From an optimization exercise on the open Yosys and OpenROAD flow, aimed at small area; shortcuts taken in it are not production practice. In this exercise RTL edits were held to simulation tests only and were not proved equivalent to the original. The clock port is modelled as an ideal driver; clocking choices that lean on that would not hold on a real chip. Power and IR drop assume default switching activity.

job 8549:
==> flow/design.v (excerpt) <==
module reg_file_param #(
  parameter int unsigned XLEN  = 32,
  parameter int unsigned NREG  = 32,
  parameter int unsigned NREAD = 2,
  localparam int unsigned AW   = (NREG > 1) ? $clog2(NREG) : 1
) (
  input  logic                  clk,
  input  logic                  reset,
  input  logic                  wEn,
  input  logic [AW-1:0]         rd,
  input  logic [XLEN-1:0]       data,
  input  logic [NREAD*AW-1:0]   rs,
  output logic [NREAD*XLEN-1:0] out,
  input  logic                  issueEn,
  input  logic [AW-1:0]         issueRd,
  output logic [NREAD-1:0]      busy
);
Size in the first run: about 40000 µm² of cells after synthesis.
clock: 5.0 ns
lec_check: 0
cap_margin: 20
core_margin: 2
core_utilization: 50
cts_buf_list: sky130_fd_sc_hd__clkbuf_8
cts_cluster_diameter: 100
cts_cluster_size: 16
place_density: 0.8
setup_slack_margin: 0.1
slew_margin: 20
synth_hierarchical: 1
standard.sh (not shown) runs the stock make flow with config.mk's settings and CLKGATE_MAP_FILE= SYNTH_SCRIPT=/design/flow/synth_recipe.tcl, a recipe that flattens the netlist after the stock synthesis.
==> flow/flow/run.sh <==
#!/bin/bash
# The standard layout (the standard.sh: standard synthesis, then ORFS to finish), with two
# changes passed to ORFS's make:
#  - the port buffers that ORFS inserts on every input and output are buf_2 cells instead of
#    the delay-cell buffers buffer_ports picks by default;
#  - flow/post_cts.tcl runs at the end of the CTS step (ORFS's POST_CTS_TCL hook): it takes
#    out repair buffers and sizes logic cells down where slew, capacitance and timing allow.
# The full make output goes to flow_make.log here; ORFS keeps each step's log under orfs/logs/.
set -euo pipefail
cd "$(dirname "$0")/.."
bash standard.sh "BUFFER_PORTS_ARGS=-buffer_cell sky130_fd_sc_hd__buf_2" \
  "POST_CTS_TCL=$PWD/flow/post_cts.tcl" finish > flow_make.log 2>&1
==> flow/flow/post_cts.tcl <==
set ds_t0 [clock seconds]
sta::make_equiv_cells [get_libs *]
set_max_transition 1.2 [current_design]
estimate_parasitics -placement
set ::ds_slew0 [sta::max_slew_violation_count]
set ::ds_cap0 [sta::max_capacitance_violation_count]
proc ds_ok {} {
  if {[sta::max_slew_violation_count] > $::ds_slew0} { return 0 }
  if {[sta::max_capacitance_violation_count] > $::ds_cap0} { return 0 }
  if {[sta::worst_slack_cmd max] < 0.60e-9} { return 0 }
  if {[sta::worst_slack_cmd min] < 0.05e-9} { return 0 }
  return 1
}
puts "downsize: start area [expr {[rsz::design_area]*1e12}] slew_v $::ds_slew0 cap_v $::ds_cap0 ws [sta::worst_slack_cmd max] ok [ds_ok]"
proc ds_area {} { return [expr {[rsz::design_area]*1e12}] }
# Phase 1.
set unbuf 0
set bnames {}
foreach b [get_cells *] { lappend bnames [get_full_name $b] }
foreach bn $bnames {
  set b [get_cells -quiet $bn]
  if {$b eq ""} continue
  set bm [get_property $b liberty_cell]
  if {$bm eq "" || $bm eq "NULL"} continue
  if {![regexp {__buf_\d+$} [get_name $bm]]} continue
  set ain [get_pins -of_objects $b -filter "direction == input"]
  set nin [get_nets -of_objects $ain]
  if {$nin eq ""} continue
  if {[llength [get_ports -quiet -of_objects $nin]] > 0} continue
  set xout [get_pins -of_objects $b -filter "direction == output"]
  set nout [get_nets -of_objects $xout]
  if {[llength [get_ports -quiet -of_objects $nout]] > 0} continue
  set drv [get_pins -quiet -of_objects $nin -filter "direction == output"]
  if {[llength $drv] != 1} continue
  set loads [get_pins -quiet -of_objects $nin -filter "direction == input"]
  if {[llength $loads] != 1} continue
  set g [get_cells -of_objects $drv]
  set gm [get_property $g liberty_cell]
  if {$gm eq "" || $gm eq "NULL"} continue
  if {[regexp {df|clkbuf|clkinv} [get_name $gm]]} continue
  set ba [get_property $bm area]
  set ga [get_property $gm area]
  set odb_b [[ord::get_db_block] findInst [get_name $b]]
  set loc [$odb_b getLocation]
  set bname [get_name $b]
  set gpin [get_full_name $drv]
  remove_buffers [list $b]
  estimate_parasitics -placement
  set done [ds_ok]
  if {!$done} {
    set cands {}
    foreach c [sta::find_equiv_cells $gm] {
      if {[regexp {probe|lpflow|clkbuf|clkdly|dlygate|dlymetal|clkinv} [get_name $c]]} continue
      set a [get_property $c area]
      if {$a > $ga + 1e-6 && $a < $ga + $ba - 1e-6} { lappend cands [list $c $a] }
    }
    foreach ca [lsort -real -increasing -index 1 $cands] {
      replace_cell $g [lindex $ca 0]
      estimate_parasitics -placement
      if {[ds_ok]} { set done 1; break }
    }
  }
  if {$done} { incr unbuf; continue }
  replace_cell $g $gm
  estimate_parasitics -placement
  set gnet [get_nets -of_objects [get_pins $gpin]]
  set dbu [[ord::get_db_block] getDbUnitsPerMicron]
  insert_buffer -buffer_cell $bm -net $gnet -location [list [expr {[lindex $loc 0]/double($dbu)}] [expr {[lindex $loc 1]/double($dbu)}]]
  estimate_parasitics -placement
}
puts "downsize: removed $unbuf buffers, area [ds_area] ws [sta::worst_slack_cmd max] ok [ds_ok]"
set insts {}
foreach inst [get_cells *] {
  set lc [get_property $inst liberty_cell]
  if {$lc eq "" || $lc eq "NULL"} continue
  set cn [get_name $lc]
  if {[regexp {df|tap|fill|decap|diode|clkbuf|clkinv|conb} $cn]} continue
  lappend insts [list $inst $lc [get_property $lc area]]
}
set insts [lsort -real -decreasing -index 2 $insts]
set changed 0
foreach e $insts {
  lassign $e inst lc a0
  set cands {}
  foreach c [sta::find_equiv_cells $lc] {
    set cname [get_name $c]
    if {[regexp {probe|lpflow|clkbuf|clkdly|dlygate|dlymetal|clkinv} $cname]} continue
    set a [get_property $c area]
    if {$a < $a0 - 1e-6} { lappend cands [list $c $a] }
  }
  if {$cands eq ""} continue
  foreach ca [lsort -real -increasing -index 1 $cands] {
    lassign $ca c a
    replace_cell $inst $c
    estimate_parasitics -placement
    if {[ds_ok]} { incr changed; break }
    replace_cell $inst $lc
    estimate_parasitics -placement
  }
}
set_max_transition 1.5 [current_design]
detailed_placement
check_placement -verbose
estimate_parasitics -placement
puts "downsize: changed $changed area [expr {[rsz::design_area]*1e12}] ws [sta::worst_slack_cmd max] in [expr {[clock seconds]-$ds_t0}] s"
Job 8549 finished every stage and its layout cleared the timing, DRC and antenna checks.
Here is what was changed in the inputs of job 7501 compared with job 8549.
-- flow/config.mk --
<<< job 8549, line 11
export CTS_BUF_LIST = sky130_fd_sc_hd__clkbuf_8
export CTS_CLUSTER_DIAMETER = 100
export CTS_CLUSTER_SIZE = 16
export PLACE_DENSITY = 0.8
export SETUP_SLACK_MARGIN = 0.1
export SLEW_MARGIN = 20
>>> job 7501, line 11
export CTS_BUF_LIST = sky130_fd_sc_hd__clkbuf_8
export CTS_CLUSTER_DIAMETER = 100
export CTS_CLUSTER_SIZE = 14
export SETUP_SLACK_MARGIN = 0.1
export SLEW_MARGIN = 20
As far as die area goes, job 7501 and job 8549 are indistinguishable; the numbers are identical.
Combinational group power up about 2% in job 7501 wrt job 8549
Job 7501 vs job 8549: largest net degree at the start of global routing down in job 7501
[compare] base=job 8549 new=job 7501: antenna diode count higher, clock insertion delay at the later pin of the skew report higher.
Against job 8549, job 7501 reports a aggregate routed wire length that is higher.
Compared with job 8549, job 7501 shows a higher power.
Delta (job 7501 minus job 8549): first-iteration DRC count saw a decrease, area growth from synthesis to layout moved up, cell count grew by 38.
As far as flip-flop and latch count goes, job 7501 and job 8549 are indistinguishable; the numbers are identical.
Here is what was changed in the inputs of job 6366 compared with job 7501.
-- flow/flow/post_cts.tcl --
<<< job 7501, line 5
set ::ds_slew0 [sta::max_slew_violation_count]
set ::ds_cap0 [sta::max_capacitance_violation_count]
proc ds_ok {} {
  if {[sta::max_slew_violation_count] > $::ds_slew0} { return 0 }
  if {[sta::max_capacitance_violation_count] > $::ds_cap0} { return 0 }
  if {[sta::worst_slack_cmd max] < 0.60e-9} { return 0 }
  if {[sta::worst_slack_cmd min] < 0.05e-9} { return 0 }
  return 1
}
>>> job 6366, line 5
set ::ds_slew0 [sta::max_slew_violation_count]
set ::ds_cap0 [sta::max_capacitance_violation_count]
set ::ds_setup0 [expr {min(0.60e-9, [sta::worst_slack_cmd max])}]
set ::ds_hold0 [expr {min(0.05e-9, [sta::worst_slack_cmd min])}]
proc ds_ok {} {
  if {[sta::max_slew_violation_count] > $::ds_slew0} { return 0 }
  if {[sta::max_capacitance_violation_count] > $::ds_cap0} { return 0 }
  if {[sta::worst_slack_cmd max] < $::ds_setup0} { return 0 }
  if {[sta::worst_slack_cmd min] < $::ds_hold0} { return 0 }
  return 1
}
-- flow/config.mk --
<<< job 7501, line 11
export CTS_BUF_LIST = sky130_fd_sc_hd__clkbuf_8
export CTS_CLUSTER_DIAMETER = 100
export CTS_CLUSTER_SIZE = 14
export SETUP_SLACK_MARGIN = 0.1
export SLEW_MARGIN = 20
export SYNTH_HIERARCHICAL = 1
>>> job 6366, line 11
export CTS_BUF_LIST = sky130_fd_sc_hd__clkbuf_8
export CTS_CLUSTER_DIAMETER = 100
export CTS_CLUSTER_SIZE = 15
export PLACE_DENSITY = 0.8
export SETUP_SLACK_MARGIN = 0.2
export SLEW_MARGIN = 20
export SYNTH_HIERARCHICAL = 1
==> comparison <==
- Changes observed in job 6366 relative to job 7501: overall die width ~0 delta; part of the total power dissipated in the clock network -0.7 points.
- On internal portion of total power: between job 6366 and job 7501, it ends up lower for job 6366.
- Diff job 7501 -> job 6366: design area went down by 3.4%; number of iterations in the first detailed-routing pass went up by 6; total power went down by 2.1%; vias after detailed routing went down by 0.98%; synthesized cell count was more or less identical.
- Taking job 7501 as the reference, in job 6366 wire length moved down, hold slack level.
For job 6101, these inputs were changed with respect to job 6366:
-- flow/config.mk --
<<< job 6366, line 11
export CTS_BUF_LIST = sky130_fd_sc_hd__clkbuf_8
export CTS_CLUSTER_DIAMETER = 100
export CTS_CLUSTER_SIZE = 15
export PLACE_DENSITY = 0.8
export SETUP_SLACK_MARGIN = 0.2
>>> job 6101, line 11
export CTS_BUF_LIST = sky130_fd_sc_hd__clkbuf_8
export CTS_CLUSTER_DIAMETER = 100
export CTS_CLUSTER_SIZE = 16
export PLACE_DENSITY = 0.8
export SETUP_SLACK_MARGIN = 0.2
[summary]
- Between job 6366 and job 6101, the met2 global-route usage figures differ only marginally.
- Job 6101 vs job 6366: worst setup slack up in job 6101
- ~same utilization after layout in job 6366 and job 6101
- On worst hold margin, job 6101 tracks job 6366 almost exactly.
- Fmax for job 6101: 1.1% up relative to job 6366
- Looking at job 6366 and job 6101, the clock latency of the later-clocked register in the worst-skew pair is a wash.
- The proportion of cell area occupied by multi-input gates of job 6101 and that of job 6366 are within noise of each other.
- Job 6101 reached the final stage; the timing, DRC and antenna checks on its layout passed.
- | sequential cell area share | job 6101 vs job 6366 | ≈ equal |
- [compare] base=job 6366 new=job 6101: delay contributed by the slowest stage of the critical path decreased by 0.03 ns relative to the old numbers, post-detailed-route wirelength per cell neither gained nor lost much.

* * *

## build 62
Another version of the RTL of reg_file_param (not shown whole).
For scale: ~41000 um2 of cells after synthesis.
export LEC_CHECK = 0
export CAP_MARGIN = 20
export CORE_MARGIN = 2
export CORE_UTILIZATION = 50
export CTS_BUF_LIST = sky130_fd_sc_hd__clkbuf_8
export CTS_CLUSTER_DIAMETER = 100
export CTS_CLUSTER_SIZE = 16
export SETUP_SLACK_MARGIN = 0
export SLEW_MARGIN = 20
export SYNTH_HIERARCHICAL = 1
create_clock -name core_clock -period 5.0 [get_ports {clk}]
==> flow/flow/run.sh <==
#!/bin/bash
# The standard layout (the standard.sh: standard synthesis, then ORFS to finish), with one
# change: the port buffers that ORFS inserts on every input and output are buf_2 cells instead
# of the delay-cell buffers buffer_ports picks by default. The full make output goes to
# flow_make.log here; ORFS keeps each step's log under orfs/logs/.
set -euo pipefail
cd "$(dirname "$0")/.."
bash standard.sh "BUFFER_PORTS_ARGS=-buffer_cell sky130_fd_sc_hd__buf_2" finish > flow_make.log 2>&1
Build 62 went all the way through the flow, and no timing, DRC or antenna check failed.
Modified inputs, build 65 compared to build 62
==> flow/run.sh (new file) <==
#!/bin/bash
# synth_recipe.tcl (not shown) runs the flow's synth.tcl, then flattens the netlist and writes it again
# the make line also repeats each setting of config.mk as NAME=value (left out here)
make -C /OpenROAD-flow-scripts/flow DESIGN_CONFIG=/design/flow/config.mk WORK_HOME=/design/flow/orfs CLKGATE_MAP_FILE= SYNTH_SCRIPT=/design/flow/synth_recipe.tcl finish
removed: flow/flow/run.sh
removed: flow/standard.sh
Notes after the runs:
Detailed-route wire length essentially unchanged between build 62 and build 65. To summarise build 65: no stage aborted, but the layout did not pass its checks, failing on negative setup slack. Smallest setup slack after layout, build 65 and build 62, lower one = build 65. Lower total of fill cells in the finished design was reported by build 65, not build 62. Combinational group power was lower in build 62 than in build 65. Summary of build 65 over build 62: final estimated routing congestion in global placement shrank by about 10%, non-clock buffer count grew by about 70%, global-route met2 utilization shrank by 1.1 points, number of antenna violations at the first check in global routing shrank by 2. Compared with build 62, in build 65 share of layout cells above drive strength 1 went up 3.6 points; clock power share held. Build 65 vs build 62: maximum frequency down by a few percent.

* * *

Another version of the RTL of reg_file_param (not shown whole).
For scale: roughly 2300 cells after synthesis, roughly 1000 flip-flops.
export LEC_CHECK = 0
export CAP_MARGIN = 20
export CORE_MARGIN = 2
export CORE_UTILIZATION = 50
export CTS_BUF_LIST = sky130_fd_sc_hd__clkbuf_8
export CTS_CLUSTER_DIAMETER = 100
export CTS_CLUSTER_SIZE = 16
export SETUP_SLACK_MARGIN = 0
export SLEW_MARGIN = 20
export SYNTH_HIERARCHICAL = 1
create_clock -name core_clock -period 5.0 [get_ports {clk}]
==> flow/flow/run.sh <==
#!/bin/bash
# The standard layout (the standard.sh: standard synthesis, then ORFS to finish), with two
# changes passed to ORFS's make:
#  - the port buffers that ORFS inserts on every input and output are buf_2 cells instead of
#    the delay-cell buffers buffer_ports picks by default;
#  - RECOVER_POWER=100: after global routing, cells on paths with positive slack may be sized
#    down (ORFS's recover_power step), which gives back area the earlier repairs added.
# The full make output goes to flow_make.log here; ORFS keeps each step's log under orfs/logs/.
set -euo pipefail
cd "$(dirname "$0")/.."
bash standard.sh "BUFFER_PORTS_ARGS=-buffer_cell sky130_fd_sc_hd__buf_2" RECOVER_POWER=100 finish > flow_make.log 2>&1
The starting point ran to the end with violations: max-capacitance violations, max-slew violations.
Rerun with:
==> flow/run.sh (new file) <==
#!/bin/bash
# synth_recipe.tcl (not shown) runs the flow's synth.tcl, then flattens the netlist and writes it again
# the make line also repeats each setting of config.mk as NAME=value (left out here)
make -C /OpenROAD-flow-scripts/flow DESIGN_CONFIG=/design/flow/config.mk WORK_HOME=/design/flow/orfs CLKGATE_MAP_FILE= SYNTH_SCRIPT=/design/flow/synth_recipe.tcl finish
- CTS_BUF_LIST: sky130_fd_sc_hd__clkbuf_8 -> default
- CTS_CLUSTER_DIAMETER: 100 -> default
- CTS_CLUSTER_SIZE: 16 -> default
- SETUP_SLACK_MARGIN: 0 -> 0.2
removed: flow/flow/run.sh
removed: flow/standard.sh
Effect: Now the flow passed the timing, DRC and antenna checks. Total power is higher by 25%. Via count is higher by 6.0%. Clock skew is unchanged. Hold slack is worse by 7.5 ps. Critical path depth is higher by 3. Global-route usage is higher by 2.7 points. Non-clock buffer count is higher by 220. Count of clock-buffer cells in the layout is higher by 50. Final cell count is higher by 8.9%. Die area stays the same.

## what the ideal ports hide
In the flow no input, the clock included, has a driving cell. The finished layouts below were timed again as built, in two steps.
Step 1 assumes that a clkbuf_16 drives the clock port and a buf_2 every other input.
Step 2 also shifts input and output timing later by t, the mid clock arrival at the registers, as if the neighbouring blocks saw the same clock.
Three values: no drivers, after step 1, after step 2; two values: the first two.
| run | shift t [ns] | slack for setup (ns) | worst setup path after step 2 | worst slew at a driven data input, ns |
|---|---|---|---|---|
| job 8549 | 0.794 | 0.245 / 0.172 / 0.172 | input to output | 0.18 |
| job 7501 | 0.819 | 0.112 / -0.041 / -0.041 | input to output | 0.19 |
| job 6366 | 0.794 | 0.097 / 0.006 / 0.006 | input to output | 0.18 |
| job 6101 | 0.784 | 0.150 / 0.069 / 0.069 | input to output | 0.18 |
| build 62 | 0.780 | 0.337 / 0.205 / 0.205 | input to output | 0.14 |
| build 65 | 0.781 | -0.006 / -0.036 / -0.036 | input to output | 0.14 |
| the first run of note 3 | 0.769 | 0.152 / 0.125 / 0.125 | input to output | 0.05 |
| the second run of note 3 | 0.735 | 0.188 / 0.164 / 0.164 | input to output | 0.05 |
With both steps, setup timing fails in job 7501, where it was met with ideal ports. For job 7501, which loses most, drivers alone change the setup slack by -0.153 ns; drivers and shift together by -0.153 ns.
